This is an optimization exercise on Yosys and OpenROAD, whose aim is small area, a short achievable clock period and few clock cycles per item, not a production implementation. In this exercise RTL edits were held to simulation tests only and were not proved equivalent to the original. No activity file was given, so power comes from the tool's default toggle rates.

--- flow/design.v ---
package rv_mike_pkg;
    typedef enum logic [31:0] {
        OP_NA,
        OP_ADD, OP_SUB, OP_SLL, OP_SLT, OP_SLTU,
        OP_XOR, OP_SRL, OP_SRA, OP_OR, OP_AND,
        OP_ADDI, OP_SLLI, OP_SLTI, OP_SLTIU, OP_XORI,
        OP_SRLI, OP_SRAI, OP_ORI, OP_ANDI,
        OP_LUI, OP_AUIPC,
        OP_BEQ, OP_BNE, OP_BLT, OP_BGE, OP_BLTU, OP_BGEU
    } instr_mnemonic_t;
    typedef enum logic [3:0] {
        ALU_ADD,
        ALU_SUB,
        ALU_SLL,
        ALU_SLT,     
        ALU_XOR,
        ALU_SRL,
        ALU_SRA,
        ALU_OR,
        ALU_AND,
        ALU_PASS_B   
    } alu_op_t;
    typedef enum logic [1:0] {
        IMM_I,
        IMM_U,
        IMM_B
    } imm_fmt_t;
    typedef enum logic [1:0] {
        ST_IDLE,
        ST_EXECUTE,
        ST_WRITEBACK
    } exec_state_t;
    typedef struct packed {
        alu_op_t alu_op;
        logic    alu_signed;      
        logic    src_a_pc;        
        logic    src_b_imm;       
        logic    reg_write;
        logic    is_branch;
        logic    branch_on_lt;    
        logic    branch_invert;   
        logic    legal;
    } ctrl_word_t;
endpackage
module alu (
    input  rv_mike_pkg::alu_op_t             op,
    input  logic                signed_cmp,
    input  logic [32-1:0] a,
    input  logic [32-1:0] b,
    output logic [32-1:0] result,
    output logic                zero,
    output logic                lt
);
    logic [4:0] shamt;
    assign shamt = b[4:0];   
    assign lt = signed_cmp ? ($signed(a) < $signed(b)) : (a < b);
    always_comb begin
        case (op)
            rv_mike_pkg::ALU_ADD:    result = a + b;
            rv_mike_pkg::ALU_SUB:    result = a - b;
            rv_mike_pkg::ALU_SLL:    result = a << shamt;
            rv_mike_pkg::ALU_SLT:    result = {{(32-1){1'b0}}, lt};
            rv_mike_pkg::ALU_XOR:    result = a ^ b;
            rv_mike_pkg::ALU_SRL:    result = a >> shamt;
            rv_mike_pkg::ALU_SRA:    result = $signed(a) >>> shamt;
            rv_mike_pkg::ALU_OR:     result = a | b;
            rv_mike_pkg::ALU_AND:    result = a & b;
            rv_mike_pkg::ALU_PASS_B: result = b;
            default:    result = '0;
        endcase
    end
    assign zero = (result == '0);
endmodule
module reg_file (
    input  logic                 clk,
    input  logic                 rst_n,
    input  logic [5-1:0] rs1,
    input  logic [5-1:0] rs2,
    input  logic [5-1:0] dbg_sel,
    input  logic                 we,
    input  logic [5-1:0] rd,
    input  logic [32-1:0]  wdata,
    output logic [32-1:0]  rs1_data,
    output logic [32-1:0]  rs2_data,
    output logic [32-1:0]  dbg_data
);
    logic [32-1:0] regs [1 << 5];
    always_ff @(posedge clk or negedge rst_n) begin
        if (!rst_n) begin
            for (int i = 0; i < (1 << 5); i++) begin
                regs[i] <= '0;
            end
        end else if (we && rd != '0) begin
            regs[rd] <= wdata;
        end
    end
    assign rs1_data = regs[rs1];
    assign rs2_data = regs[rs2];
    assign dbg_data = regs[dbg_sel];   
endmodule
module retire_counter (
    input  logic                clk,
    input  logic                rst_n,
    input  logic                retire,
    input  logic                branch_taken,
    output logic [32-1:0] retired_count
);
    logic [15:0] retire_cnt;
    logic [15:0] taken_cnt;
    always_ff @(posedge clk or negedge rst_n) begin
        if (!rst_n) begin
            retire_cnt <= '0;
            taken_cnt  <= '0;
        end else begin
            if (retire && retire_cnt != '1) begin
                retire_cnt <= retire_cnt + 16'd1;
            end
            if (branch_taken && taken_cnt != '1) begin
                taken_cnt <= taken_cnt + 16'd1;
            end
        end
    end
    assign retired_count = {taken_cnt, retire_cnt};
endmodule
module instr_decoder (
    input  logic [32-1:0]  instr,
    output rv_mike_pkg::ctrl_word_t           ctrl,
    output rv_mike_pkg::instr_mnemonic_t      mnemonic,
    output logic [5-1:0] rs1,
    output logic [5-1:0] rs2,
    output logic [5-1:0] rd,
    output logic [32-1:0]  imm    
);
    localparam logic [6:0] OPC_R     = 7'b0110011;
    localparam logic [6:0] OPC_I     = 7'b0010011;
    localparam logic [6:0] OPC_B     = 7'b1100011;
    localparam logic [6:0] OPC_LUI   = 7'b0110111;
    localparam logic [6:0] OPC_AUIPC = 7'b0010111;
    logic [6:0] opcode;
    logic [2:0] funct3;
    logic [6:0] funct7;
    rv_mike_pkg::imm_fmt_t   imm_fmt;
    function automatic logic [11:0] alu_cw(logic [3:0] op, logic sgn, logic a_pc, logic b_imm);
        alu_cw = {op, sgn, a_pc, b_imm, 1'b1, 1'b0, 1'b0, 1'b0, 1'b1};
    endfunction
    function automatic logic [11:0] br_cw(logic on_lt, logic sgn, logic invert);
        br_cw = {rv_mike_pkg::ALU_SUB, sgn, 1'b0, 1'b0, 1'b0, 1'b1, on_lt, invert, 1'b1};
    endfunction
    assign opcode       = instr[6:0];
    assign funct3       = instr[12 +: 3];
    assign funct7       = instr[25 +: 7];
    assign rd  = instr[7 +: 5];
    assign rs1 = instr[15 +: 5];
    assign rs2 = instr[20 +: 5];
    always_comb begin
        case (opcode)
            OPC_R: begin
                case (funct3)
                    3'h0: mnemonic = funct7[5] ? rv_mike_pkg::OP_SUB : rv_mike_pkg::OP_ADD;
                    3'h1: mnemonic = rv_mike_pkg::OP_SLL;
                    3'h2: mnemonic = rv_mike_pkg::OP_SLT;
                    3'h3: mnemonic = rv_mike_pkg::OP_SLTU;
                    3'h4: mnemonic = rv_mike_pkg::OP_XOR;
                    3'h5: mnemonic = funct7[5] ? rv_mike_pkg::OP_SRA : rv_mike_pkg::OP_SRL;
                    3'h6: mnemonic = rv_mike_pkg::OP_OR;
                    default: mnemonic = rv_mike_pkg::OP_AND;
                endcase
            end
            OPC_I: begin
                case (funct3)
                    3'h0: mnemonic = rv_mike_pkg::OP_ADDI;
                    3'h1: mnemonic = rv_mike_pkg::OP_SLLI;
                    3'h2: mnemonic = rv_mike_pkg::OP_SLTI;
                    3'h3: mnemonic = rv_mike_pkg::OP_SLTIU;
                    3'h4: mnemonic = rv_mike_pkg::OP_XORI;
                    3'h5: mnemonic = funct7[5] ? rv_mike_pkg::OP_SRAI : rv_mike_pkg::OP_SRLI;
                    3'h6: mnemonic = rv_mike_pkg::OP_ORI;
                    default: mnemonic = rv_mike_pkg::OP_ANDI;
                endcase
            end
            OPC_B: begin
                case (funct3)
                    3'h0: mnemonic = rv_mike_pkg::OP_BEQ;
                    3'h1: mnemonic = rv_mike_pkg::OP_BNE;
                    3'h4: mnemonic = rv_mike_pkg::OP_BLT;
                    3'h5: mnemonic = rv_mike_pkg::OP_BGE;
                    3'h6: mnemonic = rv_mike_pkg::OP_BLTU;
                    3'h7: mnemonic = rv_mike_pkg::OP_BGEU;
                    default: mnemonic = rv_mike_pkg::OP_NA;
                endcase
            end
            OPC_LUI:   mnemonic = rv_mike_pkg::OP_LUI;
            OPC_AUIPC: mnemonic = rv_mike_pkg::OP_AUIPC;
            default:   mnemonic = rv_mike_pkg::OP_NA;
        endcase
    end
    always_comb begin
        case (mnemonic)
            rv_mike_pkg::OP_ADD:   ctrl = alu_cw(rv_mike_pkg::ALU_ADD, 1'b0, 1'b0, 1'b0);
            rv_mike_pkg::OP_SUB:   ctrl = alu_cw(rv_mike_pkg::ALU_SUB, 1'b0, 1'b0, 1'b0);
            rv_mike_pkg::OP_SLL:   ctrl = alu_cw(rv_mike_pkg::ALU_SLL, 1'b0, 1'b0, 1'b0);
            rv_mike_pkg::OP_SLT:   ctrl = alu_cw(rv_mike_pkg::ALU_SLT, 1'b1, 1'b0, 1'b0);
            rv_mike_pkg::OP_SLTU:  ctrl = alu_cw(rv_mike_pkg::ALU_SLT, 1'b0, 1'b0, 1'b0);
            rv_mike_pkg::OP_XOR:   ctrl = alu_cw(rv_mike_pkg::ALU_XOR, 1'b0, 1'b0, 1'b0);
            rv_mike_pkg::OP_SRL:   ctrl = alu_cw(rv_mike_pkg::ALU_SRL, 1'b0, 1'b0, 1'b0);
            rv_mike_pkg::OP_SRA:   ctrl = alu_cw(rv_mike_pkg::ALU_SRA, 1'b0, 1'b0, 1'b0);
            rv_mike_pkg::OP_OR:    ctrl = alu_cw(rv_mike_pkg::ALU_OR, 1'b0, 1'b0, 1'b0);
            rv_mike_pkg::OP_AND:   ctrl = alu_cw(rv_mike_pkg::ALU_AND, 1'b0, 1'b0, 1'b0);
            rv_mike_pkg::OP_ADDI:  ctrl = alu_cw(rv_mike_pkg::ALU_ADD, 1'b0, 1'b0, 1'b1);
            rv_mike_pkg::OP_SLLI:  ctrl = alu_cw(rv_mike_pkg::ALU_SLL, 1'b0, 1'b0, 1'b1);
            rv_mike_pkg::OP_SLTI:  ctrl = alu_cw(rv_mike_pkg::ALU_SLT, 1'b1, 1'b0, 1'b1);
            rv_mike_pkg::OP_SLTIU: ctrl = alu_cw(rv_mike_pkg::ALU_SLT, 1'b0, 1'b0, 1'b1);
            rv_mike_pkg::OP_XORI:  ctrl = alu_cw(rv_mike_pkg::ALU_XOR, 1'b0, 1'b0, 1'b1);
            rv_mike_pkg::OP_SRLI:  ctrl = alu_cw(rv_mike_pkg::ALU_SRL, 1'b0, 1'b0, 1'b1);
            rv_mike_pkg::OP_SRAI:  ctrl = alu_cw(rv_mike_pkg::ALU_SRA, 1'b0, 1'b0, 1'b1);
            rv_mike_pkg::OP_ORI:   ctrl = alu_cw(rv_mike_pkg::ALU_OR, 1'b0, 1'b0, 1'b1);
            rv_mike_pkg::OP_ANDI:  ctrl = alu_cw(rv_mike_pkg::ALU_AND, 1'b0, 1'b0, 1'b1);
            rv_mike_pkg::OP_LUI:   ctrl = alu_cw(rv_mike_pkg::ALU_PASS_B, 1'b0, 1'b0, 1'b1);
            rv_mike_pkg::OP_AUIPC: ctrl = alu_cw(rv_mike_pkg::ALU_ADD, 1'b0, 1'b1, 1'b1);
            rv_mike_pkg::OP_BEQ:   ctrl = br_cw(1'b0, 1'b0, 1'b0);
            rv_mike_pkg::OP_BNE:   ctrl = br_cw(1'b0, 1'b0, 1'b1);
            rv_mike_pkg::OP_BLT:   ctrl = br_cw(1'b1, 1'b1, 1'b0);
            rv_mike_pkg::OP_BGE:   ctrl = br_cw(1'b1, 1'b1, 1'b1);
            rv_mike_pkg::OP_BLTU:  ctrl = br_cw(1'b1, 1'b0, 1'b0);
            rv_mike_pkg::OP_BGEU:  ctrl = br_cw(1'b1, 1'b0, 1'b1);
            default:  ctrl = '0;   
        endcase
    end
    always_comb begin
        case (opcode)
            OPC_B:            imm_fmt = rv_mike_pkg::IMM_B;
            OPC_LUI, OPC_AUIPC: imm_fmt = rv_mike_pkg::IMM_U;
            default:          imm_fmt = rv_mike_pkg::IMM_I;   
        endcase
    end
    always_comb begin
        case (imm_fmt)
            rv_mike_pkg::IMM_U:   imm = {instr[31:12], 12'b0};
            rv_mike_pkg::IMM_B:   imm = {{20{instr[31]}}, instr[7], instr[30:25], instr[11:8], 1'b0};
            default: imm = {{20{instr[31]}}, instr[31:20]};
        endcase
    end
endmodule
module exec_fsm (
    input  logic                  clk,
    input  logic                  rst_n,
    input  logic [8-1:0] paddr,
    input  logic                  psel,
    input  logic                  penable,
    input  logic                  pwrite,
    input  logic [32-1:0]   pwdata,
    output logic [32-1:0]   prdata,
    output logic                  pready,
    output logic                  pslverr,
    output logic [32-1:0]   instr,
    input  rv_mike_pkg::ctrl_word_t            ctrl,
    input  logic [32-1:0]   imm,
    output logic [32-1:0]   op_a,
    output logic [32-1:0]   op_b,
    input  logic [32-1:0]   alu_result,
    input  logic                  alu_zero,
    input  logic                  alu_lt,
    output logic                  rd_we,
    output logic [32-1:0]   rd_data,
    input  logic [32-1:0]   rs1_data,
    input  logic [32-1:0]   rs2_data,
    output logic [5-1:0]  rd_sel,
    input  logic [32-1:0]   dbg_data,
    output logic                  retire,
    output logic                  branch_taken,
    input  logic [32-1:0]   retired_count
);
    rv_mike_pkg::exec_state_t         state;
    logic [32-1:0] pc_q;
    logic [32-1:0] alu_q;
    logic                taken_q;
    logic                setup;
    logic                access;
    logic                instr_wr;
    logic                branch_hit;
    assign setup    = psel && !penable;
    assign access   = psel && penable;
    assign instr_wr = pwrite && (paddr == 8'h00);
    assign op_a = ctrl.src_a_pc ? pc_q : rs1_data;   
    assign op_b = ctrl.src_b_imm ? imm : rs2_data;
    assign branch_hit = ctrl.is_branch &&
        ((ctrl.branch_on_lt ? alu_lt : alu_zero) ^ ctrl.branch_invert);
    assign rd_we        = (state == rv_mike_pkg::ST_WRITEBACK) && ctrl.reg_write;
    assign rd_data      = alu_q;
    assign retire       = (state == rv_mike_pkg::ST_WRITEBACK);
    assign branch_taken = (state == rv_mike_pkg::ST_WRITEBACK) && taken_q;
    assign rd_sel       = paddr[2 +: 5];   
    always_ff @(posedge clk or negedge rst_n) begin
        if (!rst_n) begin
            state   <= rv_mike_pkg::ST_IDLE;
            pc_q    <= '0;
            instr   <= '0;
            taken_q <= 1'b0;
        end else begin
            case (state)
                rv_mike_pkg::ST_IDLE: begin
                    if (setup && instr_wr) begin
                        instr <= pwdata;   
                    end
                    if (access && instr_wr && ctrl.legal) begin
                        state <= rv_mike_pkg::ST_EXECUTE;
                    end
                end
                rv_mike_pkg::ST_EXECUTE: begin
                    taken_q <= branch_hit;
                    state   <= rv_mike_pkg::ST_WRITEBACK;
                end
                default: begin
                    pc_q  <= taken_q ? pc_q + imm : pc_q + 32'd4;
                    state <= rv_mike_pkg::ST_IDLE;
                end
            endcase
        end
    end
    always_ff @(posedge clk) begin
        if (state == rv_mike_pkg::ST_EXECUTE) begin
            alu_q <= alu_result;
        end
    end
    always_comb begin
        pready  = 1'b0;
        pslverr = 1'b0;
        if (access) begin
            if (!instr_wr) begin
                pready = 1'b1;
            end else if (state == rv_mike_pkg::ST_IDLE && !ctrl.legal) begin
                pready  = 1'b1;
                pslverr = 1'b1;
            end else begin
                pready = (state == rv_mike_pkg::ST_WRITEBACK);
            end
        end
    end
    always_comb begin
        if (paddr[8-1]) begin
            prdata = dbg_data;
        end else begin
            case (paddr)
                8'h00:   prdata = instr;
                8'h04:      prdata = pc_q;
                8'h08: prdata = retired_count;
                default:          prdata = '0;
            endcase
        end
    end
endmodule
module rv_mike_core (
    input  logic                  clk,
    input  logic                  rst_n,
    input  logic [8-1:0] paddr,
    input  logic                  psel,
    input  logic                  penable,
    input  logic                  pwrite,
    input  logic [32-1:0]   pwdata,
    output logic [32-1:0]   prdata,
    output logic                  pready,
    output logic                  pslverr
);
    logic [32-1:0]  instr;
    logic [32-1:0]  op_a;
    logic [32-1:0]  op_b;
    logic [32-1:0]  alu_result;
    logic                 alu_zero;
    logic                 alu_lt;
    logic                 rd_we;
    logic [32-1:0]  rd_data;
    logic [32-1:0]  rs1_data;
    logic [32-1:0]  rs2_data;
    logic [5-1:0] rd_sel;
    logic [32-1:0]  dbg_data;
    logic                 retire;
    logic                 branch_taken;
    logic [32-1:0]  retired_count;
    rv_mike_pkg::ctrl_word_t           ctrl;
    rv_mike_pkg::instr_mnemonic_t      mnemonic;
    logic [5-1:0] rs1;
    logic [5-1:0] rs2;
    logic [5-1:0] rd;
    logic [32-1:0]  imm;
    instr_decoder u_decoder (
        .instr    (instr),
        .ctrl     (ctrl),
        .mnemonic (mnemonic),
        .rs1      (rs1),
        .rs2      (rs2),
        .rd       (rd),
        .imm      (imm)
    );
    exec_fsm u_fsm (
        .clk           (clk),
        .rst_n         (rst_n),
        .paddr         (paddr),
        .psel          (psel),
        .penable       (penable),
        .pwrite        (pwrite),
        .pwdata        (pwdata),
        .prdata        (prdata),
        .pready        (pready),
        .pslverr       (pslverr),
        .instr         (instr),
        .ctrl          (ctrl),
        .imm           (imm),
        .op_a          (op_a),
        .op_b          (op_b),
        .alu_result    (alu_result),
        .alu_zero      (alu_zero),
        .alu_lt        (alu_lt),
        .rd_we         (rd_we),
        .rd_data       (rd_data),
        .rs1_data      (rs1_data),
        .rs2_data      (rs2_data),
        .rd_sel        (rd_sel),
        .dbg_data      (dbg_data),
        .retire        (retire),
        .branch_taken  (branch_taken),
        .retired_count (retired_count)
    );
    alu u_alu (
        .op         (ctrl.alu_op),
        .signed_cmp (ctrl.alu_signed),
        .a          (op_a),
        .b          (op_b),
        .result     (alu_result),
        .zero       (alu_zero),
        .lt         (alu_lt)
    );
    reg_file u_regs (
        .clk      (clk),
        .rst_n    (rst_n),
        .rs1      (rs1),
        .rs2      (rs2),
        .dbg_sel  (rd_sel),
        .we       (rd_we),
        .rd       (rd),
        .wdata    (rd_data),
        .rs1_data (rs1_data),
        .rs2_data (rs2_data),
        .dbg_data (dbg_data)
    );
    retire_counter u_retire (
        .clk           (clk),
        .rst_n         (rst_n),
        .retire        (retire),
        .branch_taken  (branch_taken),
        .retired_count (retired_count)
    );
endmodule
--- flow/run.sh ---
#!/bin/bash
# synth_recipe.tcl (not shown) runs the flow's synth.tcl, then flattens the netlist and writes it again
# the make line also repeats each setting of config.mk as NAME=value (left out here)
make -C /OpenROAD-flow-scripts/flow DESIGN_CONFIG=/design/flow/config.mk WORK_HOME=/design/flow/orfs CLKGATE_MAP_FILE= SYNTH_SCRIPT=/design/flow/synth_recipe.tcl finish
--- flow/config.mk ---
export PLATFORM = sky130hd
export DESIGN_NAME = rv_mike_core
export DESIGN_NICKNAME = rv_mike_core
export VERILOG_FILES = /design/flow/design.v
export SDC_FILE = /design/flow/constraint.sdc
export NUM_CORES = 4
export LEC_CHECK = 0
export CAP_MARGIN = 20
export CORE_MARGIN = 2
export CORE_UTILIZATION = 30
export PLACE_DENSITY = 0.35
export SLEW_MARGIN = 20
--- flow/constraint.sdc ---
create_clock -name core_clock -period 11.0 [get_ports {clk}]
set_input_delay 2.2000 -clock core_clock [delete_from_list [all_inputs] [get_ports {clk}]]
set_output_delay 2.2000 -clock core_clock [all_outputs]
set_load 0.01 [all_outputs]
==> flow_summary.json <==
{
  "outcome": "finished clean",
  "final_core_util_pct": 35.0,
  "max_slew_margin_pct": 10.6,
  "hold_viol": 0,
  "avgViaCountPerCell": 7.41,
  "syn_nets": 8053,
  "fill_cells": 25853,
  "dieArea_um2": 258000,
  "critPathMaxStageDelay_ns": 0.95,
  "synthArstFlopShare_pct": 97.2,
  "num_rows": 185,
  "cts_max_level": 4,
  "vias": 83879,
  "die-width_um": 508,
  "synth_edf_count": 32,
  "netlist-cell-type-count": 110,
  "fmax_mhz": 95.9,
  "min_period_ns": 10.43,
  "cp.buffers_inverters": 4,
  "critical_path.top_delay_family": "compound AO/OA/AOI/OAI gates",
  "hpwl_um": 413000,
  "root_buffer": "clkbuf_16",
  "drc_errors": 0,
  "r2r_slack_ns": 0.57,
  "routed_wl_um": 608000,
  "worstHoldPathType": "flip-flop to flip-flop",
  "tightestPinTransition_ns": 1.33,
  "required_ns": 11.73,
  "p_leak_nw": 39.7,
  "cts_setup_buffers": 0,
  "cts_tree": "yes",
  "cts_buffers": 152,
  "place.gp.congestion": 1.02,
  "max-clock-path-buffers": 3,
  "postCtsHoldBufs": 0,
  "syn_area_per_cell_um2": 9.70,
  "r2r-end": "u_fsm.taken_q",
  "critical_path_class": "flip-flop to flip-flop",
  "startpoint": "u_fsm.instr[14]",
  "r2r_cells": 28,
  "post-route-period-util_pct": 94.8,
  "grt_pass1_wl_um": 789000,
  "grt_pass1_vias": 76946,
  "tns_ns": 0,
  "layout.nets": 7955,
  "critPathSlowestCell": "o311ai_0",
  "crit_end": "u_fsm.taken_q",
  "cap_violations": 0,
  "ys.flop_type": "dfrtp_1",
  "start_util_pct": 30.1,
  "cts_resized": 0,
  "drive_gt1_share_pct": 25.7,
  "r2r-start": "u_fsm.instr[14]",
  "clkSinkCount": 1155,
  "drt_first_pass_iters": 11,
  "yosys_warnings": 6,
  "worst_setup_path_end_kind": "flip-flop",
  "grt.total_usage_pct": 45.8,
  "crit_cells": 28,
  "critPathLaunchType": "flip-flop",
  "synthCells": 7860,
  "port_buffers": 78,
  "worst_skew_pair.late_latency_ns": 0.89,
  "drt-initial-drc-count": 15615,
  "path_clk_slew_ns": 0.07,
  "ant_nets": 0,
  "peakVddDrop_mv": 0.180,
  "grt_overflow": 0,
  "p_per_area_nw_per_um2": 123,
  "final_max_slew_viol_count": 0,
  "grt_max_degree": 152,
  "syn_area_um2": 76200,
  "num_io_pins": 79,
  "wl_per_cell_um": 53.7,
  "path_max_fanout": 17,
  "ys_ff_latch": 1155,
  "setup_viol": 0,
  "grt_antenna_before_repair": 98,
  "dieHeight_um": 508,
  "fin_skew_ns": 0.0628,
  "rsz0062_at_grt": "no",
  "synthToLayoutAreaGrowth_pct": 16.3,
  "core_area_um2": 253000,
  "seq_area_frac_synth_pct": 38.1,
  "arrival_ns": 11.16
}
==> cell usage after synthesis (15+ instances only) <==
library cell     n  area, um^2
a2111oi_0      109         955
a211oi_1        38         285
a21o_1          28         210
a21oi_1        272        1360
a221oi_1       200        1750
a222oi_1        40         400
a22o_1         176        1540
a22oi_1        754        5660
a31oi_1         27         169
a32oi_1         24         210
and2_1          34         213
and3_1         337        2110
and3b_1         16         140
buf_1           61         229
buf_2           75         375
buf_4           15         113
clkbuf_1       620        2330
dfrtp_1       1123       28100
edfxtp_1        32         961
ha_1           145        1810
inv_1          117         439
mux2_2        1055       11900
mux2i_1        104        1040
nand2_1        455        1710
nand2b_1        50         313
nand3_1        399        2000
nand3b_1        23         173
nand4_1        208        1300
nor2_1         335        1260
nor2b_1         35         219
nor3_1         105         526
nor4_1          81         507
o211ai_1        29         218
o21a_1          21         158
o21ai_0        197         986
o21bai_1        26         195
o221ai_1        16         140
o22ai_1         38         238
o31ai_1         20         150
or3_1           35         219
or4_1           22         165
xnor2_1         59         517
xor2_1          20         175
==> final cells by class <==
class / instances / area, um^2 / area share (%)
Clock buffer: 213 / 4330 / 4.89
Sequential cell: 1155 / 29100 / 32.8
Antenna cell: 72 / 180 / 0.203
Multi-Input combinational cell: 5805 / 44700 / 50.5
Clock inverter: 64 / 962 / 1.09
Inverter: 121 / 457 / 0.515
Timing Repair Buffer: 527 / 4690 / 5.29
Tap cell: 3366 / 4210 / 4.75
==> cells in the final DEF, fill, tap and decap left out, types with 72 or more instances in the layout <==
| cell | netlist | layout |
|---|---|---|
| and3_1 | 337 | 336 |
| a22o_1 | 176 | 176 |
| clkdlybuf4s50_1 | 0 | 76 |
| o21ai_0 | 197 | 195 |
| diode_2 | 0 | 72 |
| a22oi_1 | 754 | 754 |
| ha_1 | 145 | 145 |
| clkbuf_16 | 0 | 153 |
| nor2_1 | 335 | 229 |
| inv_1 | 117 | 116 |
| buf_4 | 15 | 407 |
| nand3_1 | 399 | 399 |
| nand2_1 | 455 | 453 |
| nand4_1 | 208 | 208 |
| a21oi_1 | 272 | 270 |
| nor2_4 | 0 | 104 |
| dfrtp_1 | 1123 | 1113 |
| a2111oi_0 | 109 | 107 |
| nor3_1 | 105 | 91 |
| a221oi_1 | 200 | 200 |
| mux2_2 | 1055 | 1055 |
| mux2i_1 | 104 | 102 |
| nor4_1 | 81 | 72 |
==> how the worst min path moves through the flow <==
stage	cells after the start	to	slack [ns]	from
floorplan	1	u_regs.regs[0][24]	0.46	u_regs.regs[0][24]
global placement	0	u_regs.regs[0][31]	0.40	u_regs.regs[0][31]
detailed placement	0	u_regs.regs[0][24]	0.40	u_regs.regs[0][24]
CTS	0	u_regs.regs[0][24]	0.42	u_regs.regs[0][24]
global route	0	u_regs.regs[0][19]	0.44	u_regs.regs[0][19]
finish	0	u_regs.regs[0][31]	0.42	u_regs.regs[0][31]
==> registers in the layout, indices dropped and copies added (netlist names) <==
| name | cells |
|---|---|
| u_regs.regs | 1024 |
| u_fsm.alu_q | 32 |
| u_fsm.instr | 32 |
| u_fsm.pc_q | 32 |
| u_retire.retire_cnt | 16 |
| u_retire.taken_cnt | 16 |
| u_fsm.state | 2 |
| u_fsm.taken_q | 1 |
==> through the flow <==
stage / power, mW / hold slack [ns] / cells / setup slack, ns / instance area [um^2]
finish: 10.9 / 0.421 / 11323 / 0.570 / 88700
detailed placement: 5.51 / 0.403 / 10965 / 1.04 / 82900
global route: 11.2 / 0.443 / 11258 / 0.213 / 88500
CTS: 10.9 / 0.419 / 11242 / 0.948 / 88200
global placement: 5.51 / 0.400 / 10951 / 1.02 / 82700
floorplan: 4.87 / 0.456 / 7860 / 3.13 / 76200
==> layer usage <==
layer	share of wire, %	track usage [%]	wire, um	vias to the layer above
met1	40	59.8	243000	43056
li1	-	-	-	30392
met2	39	61.6	236000	7871
met5	0.056	0.111	340	-
met3	13	17.6	76800	2514
met4	8.5	31.0	51400	46
==> where the power goes <==
group	switching [mW]	internal [mW]
clock network	2.31	3.14
registers	0.00855	4.27
logic	0.906	0.316
==> cell families (layout without fill, tap and decap cells) <==
family | after synthesis | after routing | share of synthesized area, %
fa+ha+maj | 148 | 148 | 2.46
flops | 1155 | 1155 | 38.1
buf+inv | 900 | 925 | 4.70
other cells | 0 | 72 | 0
simple gates | 2202 | 2202 | 15.0
compound gates | 2204 | 2204 | 21.5
mux | 1172 | 1172 | 17.3
xor+xnor | 79 | 79 | 0.908
Testbench counts, summed over its fixed seeds: cycles 36,054, items 8,000.

## static timing again, ports no longer ideal
How much do the figures lean on ideal ports? The routed layout below was timed once more, with nothing changed but the port constraints.
Step 1, drivers: a clkbuf_16 drives clk and a buf_2 each remaining input, both assumed.
Step 2, shift: input delay + t, output delay - t, t = (earliest + latest rising clock arrival at the registers) / 2. This alone moves slack from input paths to output paths.
a / b / c = ideal / step 1 / step 2; a / b = the first two.
t, ns: 0.966
slack for setup (ns): 0.570 / 0.570 / 0.570
worst setup path after step 2: register to register
clock arrival spread, ns: 0.064 / 0.064
After both steps this run still meets setup and hold. The setup slack of this run moves by 0.000 ns with the drivers and by 0.000 ns with both steps.
